This is an optimization exercise on Yosys and OpenROAD, whose aim is small area, not a production implementation. Where RTL was checked, it was by simulation tests only, not by an equivalence proof against the original. Power figures rest on the tool's default switching activity, not on a simulated workload.

the previous run:
==> flow/design.v <==
`timescale 1ns/10ps
module sme_top (
    input  logic       clk,
    input  logic       rst_n,
    input  logic [7:0] chardata,
    input  logic       isstring,
    input  logic       ispattern,
    output logic       out_valid,
    output logic       match,
    output logic [4:0] match_index
);
    localparam logic [7:0] CHR_START = 8'h5E;    
    localparam logic [7:0] CHR_END   = 8'h24;    
    localparam logic [7:0] CHR_ANY   = 8'h2E;    
    localparam logic [7:0] CHR_SPACE = 8'h20;
    localparam logic [1:0] ST_IDLE = 2'd0;
    localparam logic [1:0] ST_WAIT = 2'd1;
    localparam logic [1:0] ST_SCAN = 2'd2;
    localparam logic [1:0] ST_END  = 2'd3;
    logic isstring_d;
    logic ispattern_d;
    logic sstart;
    logic pstart;
    logic pend;
    always_ff @(posedge clk) begin
        isstring_d <= isstring;
    end
    always_ff @(posedge clk or negedge rst_n) begin
        if (!rst_n) ispattern_d <= 1'b0;
        else        ispattern_d <= ispattern;
    end
    assign sstart = isstring & ~isstring_d;
    assign pstart = ispattern & ~ispattern_d;
    assign pend   = ispattern_d & ~ispattern;
    logic [255:0] sring;     
    logic [4:0]   ph;        
    logic [4:0]   rem;       
    logic [7:0]   ch;
    always_ff @(posedge clk) begin
        sring <= {(isstring ? chardata : sring[7:0]), sring[255:8]};
        ph    <= sstart ? 5'd1 : ph + 5'd1;
        rem   <= isstring ? 5'd1 : {rem[3:0], rem[4] ^ rem[2] ^ (rem[3:0] == 4'd0)};
    end
    assign ch = sring[7:0];
    logic [63:0] pring;      
    logic [2:0]  rotl;       
    logic [2:0]  rotf;       
    logic [7:0]  first;
    logic [7:0]  last;
    logic        anch;
    logic        lastdol;
    logic        caret_only; 
    logic [2:0]  lenm1;      
    logic [4:0]  idx;
    logic        in_caret;
    logic        in_dol;
    logic [7:0]  in_elem;
    assign in_caret = (chardata == CHR_START);
    assign in_dol   = (chardata == CHR_END);
    assign in_elem  = (in_caret | in_dol) ? CHR_SPACE : chardata;
    always_ff @(posedge clk) begin
        pring <= {(ispattern ? in_elem : pring[7:0]), pring[63:8]};
        rotl  <= ispattern ? 3'd0 : rotl + 3'd1;
        rotf  <= pstart    ? 3'd0 : rotf + 3'd1;
        if (pstart)    anch       <= in_caret;
        if (ispattern) lastdol    <= in_dol;
    end
    assign lenm1      = rotf - rotl;
    assign caret_only = anch & (lenm1 == 3'd0);
    always_comb begin
        for (int i = 0; i < 8; i++) begin
            first[i] = (rotf == 3'(7 - i));
            last[i]  = (rotl == 3'(7 - i));
        end
    end
    logic       ph0;
    logic [7:0] rst_q;       
    logic [7:0] r_next;
    logic       full;
    logic       end_hit;
    assign ph0 = (ph == 5'd0);
    always_comb begin
        for (int i = 0; i < 8; i++) begin
            logic [7:0] e;
            logic       m;
            logic       chain;
            e         = pring[8*i +: 8];
            m         = (e == CHR_ANY) || (e == ch);
            chain     = ph0 ? (first[(i + 7) % 8] & anch) : rst_q[i];
            r_next[i] = (first[i] | chain) & m;
        end
    end
    always_ff @(posedge clk) begin
        rst_q <= r_next;
    end
    assign full    = |(last & r_next);
    assign end_hit = lastdol & (|(last & (first | rst_q)));
    logic [1:0] state;
    logic       go;
    logic       scanning;
    logic       hit;
    logic       lastc;
    logic       result_now;
    logic       result_hit;
    assign go       = (state == ST_WAIT) || (state == ST_IDLE && pend);
    assign scanning = (state == ST_SCAN) || (go && ph0);
    assign hit      = full | caret_only;
    assign lastc    = (rem == 5'd0);
    assign result_now = (scanning && hit) || (state == ST_END);
    assign result_hit = scanning ? hit : end_hit;
    always_ff @(posedge clk or negedge rst_n) begin
        if (!rst_n) begin
            state <= ST_IDLE;
        end else if (scanning) begin
            state <= hit ? ST_IDLE : (lastc ? ST_END : ST_SCAN);
        end else if (go) begin
            state <= ST_WAIT;
        end else begin
            state <= ST_IDLE;
        end
    end
    always_ff @(posedge clk or negedge rst_n) begin
        if (!rst_n) begin
            out_valid <= 1'b0;
            match     <= 1'b0;
        end else begin
            out_valid <= result_now;
            match     <= result_now & result_hit;
        end
    end
    assign idx         = ph - {2'd0, lenm1} - 5'd1 + {4'd0, anch & (lenm1 != 3'd0)};
    assign match_index = idx & {5{match}};
endmodule
clock: 8.0 ns
lec_check: 0
abc_area: 0
cap_margin: 20
core_margin: 2
core_utilization: 50
slew_margin: 20
standard.sh (not shown) runs the stock make flow with config.mk's settings and CLKGATE_MAP_FILE= SYNTH_SCRIPT=/design/flow/synth_recipe.tcl, a recipe that flattens the netlist after the stock synthesis.
==> flow/flow/run.sh <==
#!/bin/bash
# The standard layout (standard.sh) with three changed knobs:
#  - adders are left to abc rather than mapped to adder cells, and abc
#    maps the logic with an area-oriented script (flow/area.abc); the rest
#    of the standard synthesis, and so every register, is unchanged
#  - the port buffers are buf_1
#  - the clock tree uses clkbuf_4 and no dummy loads
# Each tool's full output stays in its log under orfs/logs; make's output
# goes to standard_make.log.
set -euo pipefail
HERE=$(pwd)

orig_synth=$(grep -o 'SYNTH_SCRIPT=[^ ]*' standard.sh | head -1 | cut -d= -f2-)
orig_synth=${orig_synth//\'/}
cat > "$HERE/flow_synth.tcl" <<EOT
proc extract_fa {args} { puts "extract_fa skipped: adders go to abc" }
proc abc {args} {
  set i [lsearch -exact \$args -script]
  if {\$i >= 0} { set args [lreplace \$args \$i [expr {\$i + 1}]] }
  yosys abc -script $HERE/flow/area.abc {*}\$args
}
source $orig_synth
EOT
sed "s#SYNTH_SCRIPT=[^ ]*#SYNTH_SCRIPT=$HERE/flow_synth.tcl#" standard.sh > standard_area.sh

export BUFFER_PORTS_ARGS="-buffer_cell sky130_fd_sc_hd__buf_1"
export CTS_ARGS="-sink_clustering_enable -repair_clock_nets -sink_clustering_size 12 -sink_clustering_max_diameter 40 -buf_list sky130_fd_sc_hd__clkbuf_4 -dont_use_dummy_load"
bash standard_area.sh > standard_make.log 2>&1
==> flow/flow/area.abc <==
strash
&get -n
&fraig -x
&put
scorr
dc2
strash
&get -n
&deepsyn -T 10
&dch -f
&nf -R 1000 -p -F 10 -A 10 -C 32
&put
diff inputs: the previous run => the current run
Settings: swapping 50 for 70 in CORE_UTILIZATION.
## What came out
- Taking the previous run as 1.0, the current run lands at 0.72 on die area.
- Half-perimeter wire length of the detailed placement result across the previous run and the current run: no real change.
- The current run has smallest setup slack after layout above what the previous run had.


sme_top, a different RTL version from the one above (not shown whole).
For scale: roughly 630 cells after synthesis.
clock: 8.0 ns
lec_check: 0
abc_area: 0
cap_margin: 20
core_margin: 2
core_utilization: 70
slew_margin: 20
==> flow/flow/run.sh <==
#!/bin/bash
# The standard layout (standard.sh) with three changed knobs:
#  - abc maps the logic with an area-oriented script (flow/area.abc); the
#    rest of the standard synthesis, and so every register, is unchanged
#  - the port buffers are buf_1
#  - the clock tree uses clkbuf_4 and no dummy loads
# Each tool's full output stays in its log under orfs/logs; make's output
# goes to standard_make.log.
set -euo pipefail
HERE=$(pwd)

orig_synth=$(grep -o 'SYNTH_SCRIPT=[^ ]*' standard.sh | head -1 | cut -d= -f2-)
orig_synth=${orig_synth//\'/}
cat > "$HERE/flow_synth.tcl" <<EOT
proc abc {args} {
  set i [lsearch -exact \$args -script]
  if {\$i >= 0} { set args [lreplace \$args \$i [expr {\$i + 1}]] }
  yosys abc -script $HERE/flow/area.abc {*}\$args
}
source $orig_synth
EOT
sed "s#SYNTH_SCRIPT=[^ ]*#SYNTH_SCRIPT=$HERE/flow_synth.tcl#" standard.sh > standard_area.sh

export BUFFER_PORTS_ARGS="-buffer_cell sky130_fd_sc_hd__buf_1"
export CTS_ARGS="-sink_clustering_enable -repair_clock_nets -sink_clustering_size 10 -sink_clustering_max_diameter 60 -buf_list sky130_fd_sc_hd__clkbuf_4 -dont_use_dummy_load"
bash standard_area.sh > standard_make.log 2>&1
==> flow/flow/area.abc <==
&get -n
&st
&dch
&nf -R 1000
&put
The first run finished with timing, DRC and antenna clean.
Edit:
--- a/flow/flow/run.sh
+++ b/flow/flow/run.sh
@@ -25 +25 @@
-export CTS_ARGS="-sink_clustering_enable -repair_clock_nets -sink_clustering_size 10 -sink_clustering_max_diameter 60 -buf_list sky130_fd_sc_hd__clkbuf_4 -dont_use_dummy_load"
+export CTS_ARGS="-sink_clustering_enable -repair_clock_nets -sink_clustering_size 12 -sink_clustering_max_diameter 40 -buf_list sky130_fd_sc_hd__clkbuf_4 -dont_use_dummy_load"
Critical path depth stays the same.
Worst setup slack is better by 42 ps.
Cell count went down slightly.
Non-clock buffer count does not change.
Register-to-register slack is about the same.
Cell area barely changes.
Sequential power barely changes.
Total power went down slightly.
Global-route usage went up by 0.24 points.
Edit:
--- a/flow/flow/run.sh
+++ b/flow/flow/run.sh
@@ -25 +25 @@
-export CTS_ARGS="-sink_clustering_enable -repair_clock_nets -sink_clustering_size 12 -sink_clustering_max_diameter 40 -buf_list sky130_fd_sc_hd__clkbuf_4 -dont_use_dummy_load"
+export CTS_ARGS="-sink_clustering_enable -repair_clock_nets -sink_clustering_size 16 -sink_clustering_max_diameter 40 -buf_list {sky130_fd_sc_hd__clkbuf_4 sky130_fd_sc_hd__clkbuf_8} -dont_use_dummy_load"
Outcome: Total power grows by a few percent; count of clock-buffer cells in the layout shrinks by 4; worst setup slack degrades by 130 ps; die area does not change; via count grows slightly; area after synthesis does not change; combinational power hardly moves; routed wire length is about the same.


## west
sme_top, a different RTL version from the one above (not shown whole).
Size in the first run: about 850 cells after synthesis, roughly 360 flip-flops, ~19 I/O pins, roughly 10000 um2 of cells after synthesis.
make LEC_CHECK=0 ABC_AREA=1 CAP_MARGIN=20 CORE_MARGIN=2 CORE_UTILIZATION=70 CTS_BUF_LIST=sky130_fd_sc_hd__clkbuf_16 CTS_CLUSTER_DIAMETER=60 CTS_CLUSTER_SIZE=30 SLEW_MARGIN=20 finish   # period 8.0 ns
run.sh (not shown) runs the stock make flow with config.mk's settings and CLKGATE_MAP_FILE= SYNTH_SCRIPT=/design/flow/synth_recipe.tcl, a recipe that flattens the netlist after the stock synthesis.
Stock flow here: none of the scripts above is used.
Relative to west, the following input files were edited for south:
Settings: changing CTS_CLUSTER_DIAMETER from 60 to 50; changing ABC_AREA from 1 to 0; changing CTS_BUF_LIST from sky130_fd_sc_hd__clkbuf_16 to sky130_fd_sc_hd__clkbuf_8; changing CTS_CLUSTER_SIZE from 30 to 20.
### Flow results
west | status: complete | timing, DRC, antenna: pass. south finished every step from synthesis to the final layout, and the layout passed the timing, DRC and antenna checks. Compared with west, south shows a higher hold slack. The end point of the critical path comes out dcnt[3] in one run and match_index[1] in the other, namely in west and south respectively. Summary — power share of the combinational group, south relative to west: lower, by 1.5 points. Higher number of antenna violations at the first check in global routing goes to west over south. Compared to west, south has post-layout net count 164 lower. Area of the core (south over west): decrease, 1.2%. Average wire per cell in the routed design: south vs west up 11%. Going from west to south, routed via count shrinks by about 12%. Count of clock-buffer cells in the layout: south > west.
Function was not checked in any run of this note: the RTL went through the layout flow alone.


== willow ==
Another version of the RTL of sme_top (not shown whole).
Size in the first run: about 360 flip-flops, about 19 I/O pins, roughly 9400 µm² of cells after synthesis.
## sme_top
module sme_top (
    input  logic       clk,
    input  logic       rst_n,
    input  logic [7:0] chardata,
    input  logic       isstring,
    input  logic       ispattern,
    output logic       out_valid,
    output logic       match,
    output logic [4:0] match_index
);
clock: 8.0 ns
lec_check: 0
abc_area: 0
cap_margin: 20
core_margin: 2
core_utilization: 70
cts_buf_list: sky130_fd_sc_hd__clkbuf_8
cts_cluster_diameter: 50
cts_cluster_size: 20
slew_margin: 20
standard.sh (not shown) runs the stock make flow with config.mk's settings and CLKGATE_MAP_FILE= SYNTH_SCRIPT=/design/flow/synth_recipe.tcl, a recipe that flattens the netlist after the stock synthesis.
==> flow/flow/run.sh <==
#!/bin/bash
# The standard layout with two changed knobs: smaller port buffers and a
# clock tree without dummy loads. Each tool's output goes to its own log.
set -euo pipefail
export BUFFER_PORTS_ARGS="-buffer_cell sky130_fd_sc_hd__buf_1"
export CTS_ARGS="-sink_clustering_enable -repair_clock_nets -sink_clustering_size 20 -sink_clustering_max_diameter 50 -buf_list sky130_fd_sc_hd__clkbuf_8 -dont_use_dummy_load"
bash standard.sh > standard_make.log 2>&1
willow ended with every stage complete and zero timing, DRC or antenna violations.
What yarrow does differently from willow at the input level:
==> flow/run.sh (new file) <==
#!/bin/bash
# synth_recipe.tcl (not shown) runs the flow's synth.tcl, then flattens the netlist and writes it again
# the make line also repeats each setting of config.mk as NAME=value (left out here)
make -C /OpenROAD-flow-scripts/flow DESIGN_CONFIG=/design/flow/config.mk WORK_HOME=/design/flow/orfs CLKGATE_MAP_FILE= SYNTH_SCRIPT=/design/flow/synth_recipe.tcl finish
removed: flow/flow/run.sh
removed: flow/standard.sh
==> comparison <==
Both conditions hold for yarrow: the flow ran to the end and the final layout passed the timing, DRC and antenna checks.
willow completed every stage of the flow, and the final layout passed the timing, DRC and antenna checks.
yarrow: detailed-route via count higher than willow
Of yarrow and willow, the lower register fraction of the total cell area belongs to yarrow.
Core utilization: yarrow higher than willow
Of yarrow and willow, willow shows the lower hold slack, with yarrow above it.
Re setup slack: yarrow is 0.21 ns down on willow.
--- input diff yarrow..pepper ---
==> flow/flow/run.sh (new file) <==
#!/bin/bash
# The standard layout with two changed knobs: smaller port buffers and a
# clock tree without dummy loads. Each tool's output goes to its own log.
set -euo pipefail
export BUFFER_PORTS_ARGS="-buffer_cell sky130_fd_sc_hd__buf_1"
export CTS_ARGS="-sink_clustering_enable -repair_clock_nets -sink_clustering_size 12 -sink_clustering_max_diameter 40 -buf_list sky130_fd_sc_hd__clkbuf_4 -dont_use_dummy_load"
bash standard.sh > standard_make.log 2>&1
==> flow/standard.sh (new file) <==
#!/bin/bash
# synth_recipe.tcl (not shown) runs the flow's synth.tcl, then flattens the netlist and writes it again
# the make line also repeats each setting of config.mk as NAME=value (left out here)
make -C /OpenROAD-flow-scripts/flow DESIGN_CONFIG=/design/flow/config.mk WORK_HOME=/design/flow/orfs CLKGATE_MAP_FILE= SYNTH_SCRIPT=/design/flow/synth_recipe.tcl "${@:-finish}"
removed: flow/run.sh
[summary]
- Looking at proportion of final cell area spent on non-clock buffers, pepper sits below yarrow.
- Looking at area growth from synthesis to layout, pepper sits 2.7 points lower than yarrow does.
- Power drawn by the combinational cells, pepper vs yarrow: down by a few percent
- Taking yarrow as the reference, in pepper fill cell instance count of the final layout went up; number of buffers created by CTS climbed 61%; total power now sits lower.
- Portion of total power attributed to combinational logic delta (pepper -> yarrow): insignificant
- Comparing yarrow and pepper, the lower core utilization is on pepper.
- Clock power share was higher in the run labelled yarrow.
- pepper ends up with a share of cell area taken by multi-input logic gates that is 0.52 points higher than in yarrow.
- Of yarrow and pepper, pepper shows the higher sequential share of layout area, with yarrow below it.


== build 50 ==
Another version of the RTL of sme_top (not shown whole).
Size: roughly 19 I/O pins, ~8900 µm² of cells after synthesis.
==> flow/config.mk <==
export PLATFORM = sky130hd
export DESIGN_NAME = sme_top
export DESIGN_NICKNAME = sme_top
export VERILOG_FILES = /design/flow/design.v
export SDC_FILE = /design/flow/constraint.sdc
export NUM_CORES = 4
export LEC_CHECK = 0
export ABC_AREA = 0
export CAP_MARGIN = 20
export CORE_MARGIN = 2
export CORE_UTILIZATION = 70
export SLEW_MARGIN = 20
==> flow/constraint.sdc <==
create_clock -name core_clock -period 8.0 [get_ports {clk}]
set_input_delay 1.6000 -clock core_clock [delete_from_list [all_inputs] [get_ports {clk}]]
set_output_delay 1.6000 -clock core_clock [all_outputs]
set_load 0.01 [all_outputs]
==> flow/flow/run.sh <==
#!/bin/bash
# The standard layout (standard.sh) with three changed knobs:
#  - adders are left to abc rather than mapped to adder cells, and abc
#    maps the logic with an area-oriented script (flow/area.abc); the rest
#    of the standard synthesis, and so every register, is unchanged
#  - the port buffers are buf_1
#  - the clock tree uses clkbuf_4 and no dummy loads
# Each tool's full output stays in its log under orfs/logs; make's output
# goes to standard_make.log.
set -euo pipefail
HERE=$(pwd)

orig_synth=$(grep -o 'SYNTH_SCRIPT=[^ ]*' standard.sh | head -1 | cut -d= -f2-)
orig_synth=${orig_synth//\'/}
cat > "$HERE/flow_synth.tcl" <<EOT
proc extract_fa {args} { puts "extract_fa skipped: adders go to abc" }
proc abc {args} {
  set i [lsearch -exact \$args -script]
  if {\$i >= 0} { set args [lreplace \$args \$i [expr {\$i + 1}]] }
  yosys abc -script $HERE/flow/area.abc {*}\$args
}
source $orig_synth
EOT
sed "s#SYNTH_SCRIPT=[^ ]*#SYNTH_SCRIPT=$HERE/flow_synth.tcl#" standard.sh > standard_area.sh

export BUFFER_PORTS_ARGS="-buffer_cell sky130_fd_sc_hd__buf_1"
export CTS_ARGS="-sink_clustering_enable -repair_clock_nets -sink_clustering_size 12 -sink_clustering_max_diameter 40 -buf_list sky130_fd_sc_hd__clkbuf_4 -dont_use_dummy_load"
bash standard_area.sh > standard_make.log 2>&1
==> flow/flow/area.abc <==
strash
&get -n
&fraig -x
&put
scorr
dc2
strash
&get -n
&deepsyn -T 10
&dch -f
&nf -R 1000 -p
&put
Build 50 went all the way through synthesis, placement and routing and the layout is clean on timing, DRC and antenna.
Setup changes, build 50 to build 30
--- a/flow/flow/run.sh
+++ b/flow/flow/run.sh
@@ -25,4 +25,4 @@
 
 export BUFFER_PORTS_ARGS="-buffer_cell sky130_fd_sc_hd__buf_1"
-export CTS_ARGS="-sink_clustering_enable -repair_clock_nets -sink_clustering_size 12 -sink_clustering_max_diameter 40 -buf_list sky130_fd_sc_hd__clkbuf_4 -dont_use_dummy_load"
+export CTS_ARGS="-sink_clustering_enable -repair_clock_nets -sink_clustering_size 13 -sink_clustering_max_diameter 40 -buf_list sky130_fd_sc_hd__clkbuf_4 -dont_use_dummy_load"
 bash standard_area.sh > standard_make.log 2>&1
--- a/flow/flow/area.abc
+++ b/flow/flow/area.abc
@@ -9,4 +9,4 @@
 &deepsyn -T 10
 &dch -f
-&nf -R 1000 -p
+&nf -R 1000 -p -F 10 -A 10 -C 32
 &put
==> comparison <==
On final cell count, build 50 and build 30 are basically level.
Post-layout minimum cycle time: higher on build 50
Number of nets in the final layout of build 30 is on par with build 50.
Build 30 — power after layout 0.55% lower, build 50 as reference
In terms of quantity of gates resized following cts, build 50 and build 30 differ only marginally.
Diff build 50..build 30 | post-synthesis instance area | negligible
Die area: build 50 vs build 30, no meaningful difference
Looking at total stage count of the critical path across build 50 and build 30, the one that comes out higher is build 30.
In the tables for build 50 and build 30, proportion of power drawn by combinational gates reads higher with build 30.
Sequential share of the synthesized area was higher in the run labelled build 30.
#### Input delta (build 97 over build 30)
--- a/flow/flow/run.sh
+++ b/flow/flow/run.sh
@@ -25,4 +25,4 @@
 
 export BUFFER_PORTS_ARGS="-buffer_cell sky130_fd_sc_hd__buf_1"
-export CTS_ARGS="-sink_clustering_enable -repair_clock_nets -sink_clustering_size 13 -sink_clustering_max_diameter 40 -buf_list sky130_fd_sc_hd__clkbuf_4 -dont_use_dummy_load"
+export CTS_ARGS="-sink_clustering_enable -repair_clock_nets -sink_clustering_size 14 -sink_clustering_max_diameter 30 -buf_list sky130_fd_sc_hd__clkbuf_4 -dont_use_dummy_load"
 bash standard_area.sh > standard_make.log 2>&1
Results
- Build 97 did not stop at any stage, and its layout met the timing, DRC and antenna checks.
- Comparing build 97 and build 30, the lower cell count is on build 30.
- Synthesized-area fraction occupied by and/or/nand/nor cells came out exactly the same in build 97 and build 30.
- Setup slack: build 97 more than build 30
- Cell area (higher): build 97
- Build 97 ends up with a count of clock-buffer cells in the layout that is 9 higher than in build 30.
- On count of inverters not on the clock network in the layout, build 97 tracks build 30 almost exactly.

==> port drivers added, routing unchanged <==
The flow's constraints put no driver on any port. The routed layouts listed below were extracted and timed again, unchanged, in two steps. Step 1 assumes that a clkbuf_16 drives the clock port and a buf_2 every other input. Step 2 times the ports against the registers' clock, not the clock port: input delays grow and output delays shrink by t, the midpoint of the rising clock arrivals with the driver on. a / b / c = no drivers / after step 1 / after step 2; a / b = the first two.
run	shift t [ns]	setup slack, ns	pins driven straight from the clock port
the previous run	0.645	2.827 / 2.785 / 3.430	1
the current run	0.626	3.040 / 3.002 / 3.628	1
the first run of note 2	0.635	4.179 / 4.180 / 3.544	1
the second run of note 2	0.634	4.221 / 4.221 / 3.587	1
the third run of note 2	0.524	4.095 / 4.098 / 3.575	1
west	0.530	4.623 / 4.643 / 4.114	1
south	0.581	4.797 / 4.810 / 4.230	1
willow	0.543	4.425 / 4.426 / 3.883	1
yarrow	0.569	4.215 / 4.221 / 3.652	1
pepper	0.639	4.596 / 4.596 / 3.957	1
build 50	0.609	2.956 / 2.919 / 3.527	1
build 30	0.626	3.013 / 2.975 / 3.601	1
build 97	0.644	3.034 / 3.000 / 3.644	1
After both steps setup and hold are still met in every run listed. The setup slack of pepper, which loses most, moves by 0.000 ns with the drivers and by -0.639 ns with both steps.
